Context: an optimization exercise on an open-source flow, tuned for small area. The choices shown serve that exercise and are no tape-out recipe. In this exercise RTL edits were held to simulation tests only and were not proved equivalent to the original. Power and IR drop assume default switching activity.

==> flow/design.v <==
`default_nettype none
package mem_pkg;
	typedef logic [32-1:0]                     addr_t;      
	typedef logic [64-1:0]                   data_t;      
	typedef logic [$clog2(15+1)-1:0]   tag_t;       
	typedef logic [4-1:0]                    lat_t;       
	typedef logic [$clog2(64)-1:0]        line_idx_t;  
	typedef logic [1:0]                           bus_cmd_t;
	localparam bus_cmd_t BUS_NONE  = 2'h0;
	localparam bus_cmd_t BUS_LOAD  = 2'h1;
	localparam bus_cmd_t BUS_STORE = 2'h2;
	function automatic tag_t first_tag(input logic [15-1:0] vec);
		tag_t t;
		t = '0;
		for (int k = 15 - 1; k >= 0; k--) begin  
			if (vec[k]) begin
				t = tag_t'(k + 1);
			end
		end
		first_tag = t;
	endfunction
endpackage
`default_nettype wire
`timescale 1ns/1ps
`default_nettype none
module mem_line_store (
	input  logic               clk,
	input  logic               arst_n,
	input  logic               wr_en,
	input  mem_pkg::line_idx_t wr_idx,
	input  mem_pkg::data_t     wr_data,
	input  mem_pkg::line_idx_t rd_idx,
	output mem_pkg::data_t     rd_raw,    
	output logic               rd_valid,  
	output logic               phase
);
	logic [64-1:0] sel;    
	logic [64-1:0] keep;   
	mem_pkg::data_t        col;    
	logic [64-1:0] rsel;   
	mem_line_ctrl ctrl_i (
		.clk      (clk),
		.arst_n   (arst_n),
		.wr_en    (wr_en),
		.wr_idx   (wr_idx),
		.wr_data  (wr_data),
		.rd_idx   (rd_idx),
		.sel      (sel),
		.keep     (keep),
		.col      (col),
		.rsel     (rsel),
		.rd_valid (rd_valid),
		.phase    (phase)
	);
	mem_line_array array_i (
		.clk    (clk),
		.sel    (sel),
		.keep   (keep),
		.col    (col),
		.rsel   (rsel),
		.rd_raw (rd_raw)
	);
endmodule
module mem_line_ctrl (
	input  logic               clk,
	input  logic               arst_n,
	input  logic               wr_en,
	input  mem_pkg::line_idx_t wr_idx,
	input  mem_pkg::data_t     wr_data,
	input  mem_pkg::line_idx_t rd_idx,
	output logic [64-1:0] sel,
	output logic [64-1:0] keep,
	output mem_pkg::data_t     col,
	output logic [64-1:0] rsel,
	output logic               rd_valid,
	output logic               phase
);
	logic [64-1:0] written;  
	always_comb begin
		for (int r = 0; r < 64; r++) begin
			sel[r]  = wr_en && (wr_idx == 6'(r));
			keep[r] = !sel[r];
			rsel[r] = (rd_idx == 6'(r));
		end
	end
	assign col = wr_data ^ {64{phase}};
	assign rd_valid = |(written & rsel);
	always_ff @(posedge clk or negedge arst_n) begin
		if (!arst_n) begin
			written <= '0;
			phase   <= 1'b0;
		end else begin
			written <= written | sel;
			phase   <= !phase;
		end
	end
endmodule
module mem_line_array (
	input  logic                  clk,
	input  logic [64-1:0] sel,
	input  logic [64-1:0] keep,
	input  mem_pkg::data_t        col,
	input  logic [64-1:0] rsel,    
	output mem_pkg::data_t        rd_raw
);
	mem_pkg::data_t lines [64];
	always_ff @(posedge clk) begin
		for (int r = 0; r < 64; r++) begin
			lines[r] <= ~((lines[r] | {64{sel[r]}}) & ({64{keep[r]}} | col));
		end
	end
	localparam int GROUPS = (64 + 2) / 3;
	mem_pkg::data_t part_n [GROUPS];  
	for (genvar g = 0; g < GROUPS; g++) begin : g_read
		if (3*g + 2 < 64) begin : g_three
			mem_read_aoi3 aoi_i (
				.l0 (lines[3*g]),   .s0 (rsel[3*g]),
				.l1 (lines[3*g+1]), .s1 (rsel[3*g+1]),
				.l2 (lines[3*g+2]), .s2 (rsel[3*g+2]),
				.y_n(part_n[g])
			);
		end else begin : g_one
			assign part_n[g] = ~(lines[3*g] & {64{rsel[3*g]}});
		end
	end
	always_comb begin
		rd_raw = '0;
		for (int g = 0; g < GROUPS; g++) begin
			rd_raw = rd_raw | ~part_n[g];
		end
	end
endmodule
module mem_read_aoi3 (
	input  mem_pkg::data_t l0,
	input  logic           s0,
	input  mem_pkg::data_t l1,
	input  logic           s1,
	input  mem_pkg::data_t l2,
	input  logic           s2,
	output mem_pkg::data_t y_n
);
	assign y_n = ~((l0 & {64{s0}}) | (l1 & {64{s1}}) | (l2 & {64{s2}}));
endmodule
`default_nettype wire
`timescale 1ns/1ps
`default_nettype none
module mem_tag_table (
	input  logic          clk,
	input  logic          arst_n,
	input  logic          req,                
	output mem_pkg::tag_t mem2proc_response,
	output mem_pkg::tag_t mem2proc_tag
);
	logic [2:0] stage [6];  
	logic [6:1] busy;       
	logic [2:0] grant;
	always_comb begin
		busy = '0;
		for (int k = 0; k < 5; k++) begin
			for (int t = 1; t <= 6; t++) begin
				if (stage[k] == 3'(t)) busy[t] = 1'b1;
			end
		end
		grant = 3'd6;
		for (int t = 5; t >= 1; t--) begin  
			if (!busy[t]) grant = 3'(t);
		end
	end
	always_ff @(posedge clk or negedge arst_n) begin
		if (!arst_n) begin
			for (int k = 0; k < 6; k++) stage[k] <= '0;
		end else begin
			stage[0] <= req ? grant : 3'd0;
			for (int k = 1; k < 6; k++) stage[k] <= stage[k-1];
		end
	end
	assign mem2proc_response = {1'b0, stage[0]};
	assign mem2proc_tag      = {1'b0, stage[5]};
endmodule
`default_nettype wire
`timescale 1ns/1ps
`default_nettype none
module mem_return_select (
	input  logic               clk,
	input  logic               arst_n,
	input  logic               ld_req,    
	input  mem_pkg::line_idx_t ld_idx,
	output mem_pkg::line_idx_t rd_idx,
	input  mem_pkg::data_t     rd_raw,
	input  logic               rd_valid,
	input  logic               phase,
	output mem_pkg::data_t     mem2proc_data
);
	mem_pkg::data_t d [4];
	logic           ld1;
	logic [3:0]     nz;
	logic           one_n, zero_n;
	mem_pkg::data_t ret_data;
	assign one_n  = !(nz[3] && !phase);
	assign zero_n = !(nz[3] && phase);
	mem_ret_mux ret_mux_i (
		.d      (d[3]),
		.one_n  (one_n),
		.zero_n (zero_n),
		.y      (ret_data)
	);
	always_ff @(posedge clk) begin
		rd_idx <= ld_idx;
		d[0]   <= rd_raw;
		for (int k = 1; k < 4; k++) d[k] <= d[k-1];
	end
	always_ff @(posedge clk or negedge arst_n) begin
		if (!arst_n) begin
			ld1           <= 1'b0;
			nz            <= '0;
			mem2proc_data <= '0;
		end else begin
			ld1   <= ld_req;
			nz[0] <= ld1 && rd_valid;
			for (int k = 1; k < 4; k++) nz[k] <= nz[k-1];
			mem2proc_data <= ret_data;  
		end
	end
endmodule
module mem_ret_mux (
	input  mem_pkg::data_t d,
	input  logic           one_n,
	input  logic           zero_n,
	output mem_pkg::data_t y
);
	always_comb begin
		for (int b = 0; b < 64; b++) begin
			y[b] = !(d[b] ? one_n : zero_n);
		end
	end
endmodule
`default_nettype wire
`timescale 1ns/1ps
`default_nettype none
module mem (
	input  logic     clk,
	input  logic     arst_n,
	input  mem_pkg::addr_t    proc2mem_addr,
	input  mem_pkg::data_t    proc2mem_data,
	input  mem_pkg::bus_cmd_t proc2mem_command,    
	output mem_pkg::tag_t          mem2proc_response,   
	output mem_pkg::data_t         mem2proc_data,       
	output mem_pkg::tag_t          mem2proc_tag         
);
	logic addr_ok;
	logic ld_req;    
	logic st_req;    
	assign addr_ok = (proc2mem_addr[32-1:6] == '0);  
	assign ld_req  = addr_ok && (proc2mem_command == mem_pkg::BUS_LOAD);
	assign st_req  = addr_ok && (proc2mem_command == mem_pkg::BUS_STORE);
	logic                 phase;     
	mem_pkg::line_idx_t   rd_idx;    
	mem_pkg::data_t       rd_raw;    
	logic                 rd_valid;  
	mem_tag_table tag_table_i (
		.clk               (clk),
		.arst_n            (arst_n),
		.req               (ld_req || st_req),
		.mem2proc_response (mem2proc_response),
		.mem2proc_tag      (mem2proc_tag)
	);
	mem_line_store line_store_i (
		.clk      (clk),
		.arst_n   (arst_n),
		.wr_en    (st_req),
		.wr_idx   (proc2mem_addr[5:0]),
		.wr_data  (proc2mem_data),
		.rd_idx   (rd_idx),
		.rd_raw   (rd_raw),
		.rd_valid (rd_valid),
		.phase    (phase)
	);
	mem_return_select return_select_i (
		.clk           (clk),
		.arst_n        (arst_n),
		.ld_req        (ld_req),
		.ld_idx        (proc2mem_addr[5:0]),
		.rd_idx        (rd_idx),
		.rd_raw        (rd_raw),
		.rd_valid      (rd_valid),
		.phase         (phase),
		.mem2proc_data (mem2proc_data)
	);
endmodule
`default_nettype wire
export LEC_CHECK = 0
export CAP_MARGIN = 20
export CORE_MARGIN = 2
export CORE_UTILIZATION = 60
export CTS_BUF_LIST = sky130_fd_sc_hd__clkbuf_8
export CTS_CLUSTER_DIAMETER = 60
export CTS_CLUSTER_SIZE = 16
export SLEW_MARGIN = 20
export SYNTH_HIERARCHICAL = 1
create_clock -name core_clock -period 10.0 [get_ports {clk}]
run.sh (not shown) runs the stock make flow with config.mk's settings and CLKGATE_MAP_FILE= SYNTH_SCRIPT=/design/flow/synth_recipe.tcl, a recipe that flattens the netlist after the stock synthesis.
The first run produced a clean layout.
Edit:
- CTS_BUF_LIST: sky130_fd_sc_hd__clkbuf_8 -> default
- CTS_CLUSTER_DIAMETER: 60 -> 80
- CTS_CLUSTER_SIZE: 16 -> 24
=>
- flip-flop and latch count does not change
- via count falls by about 0.5%
- worst setup slack improves by 10 ps
- area after synthesis stays the same
- worst hold slack improves by 28 ps
- final cell count falls by about 0.8%
- non-clock buffer count rises by 2
- clock skew falls by 28 ps
- global-route usage falls by 0.26 points
- first-iteration DRC count falls by 1.4%
- routed wire length falls by about 0.7%
Edit:
==> flow/flow/run.sh (new file) <==
#!/bin/bash
# The standard layout (the standard.sh, with config.mk's settings and
# the standard synthesis unchanged), with one difference: the port
# buffers that global placement inserts on every input and output are
# buf_1 cells instead of the default clkdlybuf4s50_1 (the ports are still
# all buffered).
set -euo pipefail
export BUFFER_PORTS_ARGS="-buffer_cell sky130_fd_sc_hd__buf_1"
bash standard.sh > standard_flow.log 2>&1
==> flow/standard.sh (new file) <==
#!/bin/bash
# synth_recipe.tcl (not shown) runs the flow's synth.tcl, then flattens the netlist and writes it again
# the make line also repeats each setting of config.mk as NAME=value (left out here)
make -C /OpenROAD-flow-scripts/flow DESIGN_CONFIG=/design/flow/config.mk WORK_HOME=/design/flow/orfs CLKGATE_MAP_FILE= SYNTH_SCRIPT=/design/flow/synth_recipe.tcl "${@:-finish}"
- CAP_MARGIN: 20 -> 30
- CTS_BUF_LIST: default -> sky130_fd_sc_hd__clkbuf_8
- CTS_CLUSTER_DIAMETER: 80 -> 60
- CTS_CLUSTER_SIZE: 24 -> 16
- SLEW_MARGIN: 20 -> 30
removed: flow/run.sh
Effect:
- The new run completed without violations
- area after synthesis stays the same
- clock-buffer cell count rises by 96
- routed wire length decreases by 0.46%
- critical path depth rose by 2
- power is lower by about 2.6%

==> separate check: timing with driven ports <==
Ports are ideal in the flow. The routed layouts listed here were re-timed in OpenROAD. Step 1: set_driving_cell puts a clkbuf_16 on clk and a buf_2 on each other input, an assumption about the parent block. Step 2 times the ports against the registers' clock, not the clock port: input delays grow and output delays shrink by t, the midpoint of the rising clock arrivals with the driver on. Slacks: ideal ports / drivers / drivers and shift; pairs: ideal ports / drivers.
run | shift t [ns] | slack for setup (ns) | slew at the worst register clock pin (ns) | worst data-port slew with drivers (ns) | cell pins on the clock port's net
the first run | 1.187 | 3.287 / 3.366 / 2.179 | 0.11 / 0.11 | 0.19 | 1
the second run | 1.015 | 3.297 / 3.378 / 2.363 | 0.11 / 0.11 | 0.19 | 1
the third run | 1.211 | 4.301 / 4.355 / 3.160 | 0.11 / 0.11 | 0.15 | 1
After both steps setup and hold are still met in every run listed. The setup slack of the third run, which loses most, moves by +0.054 ns with the drivers and by -1.141 ns with both steps.
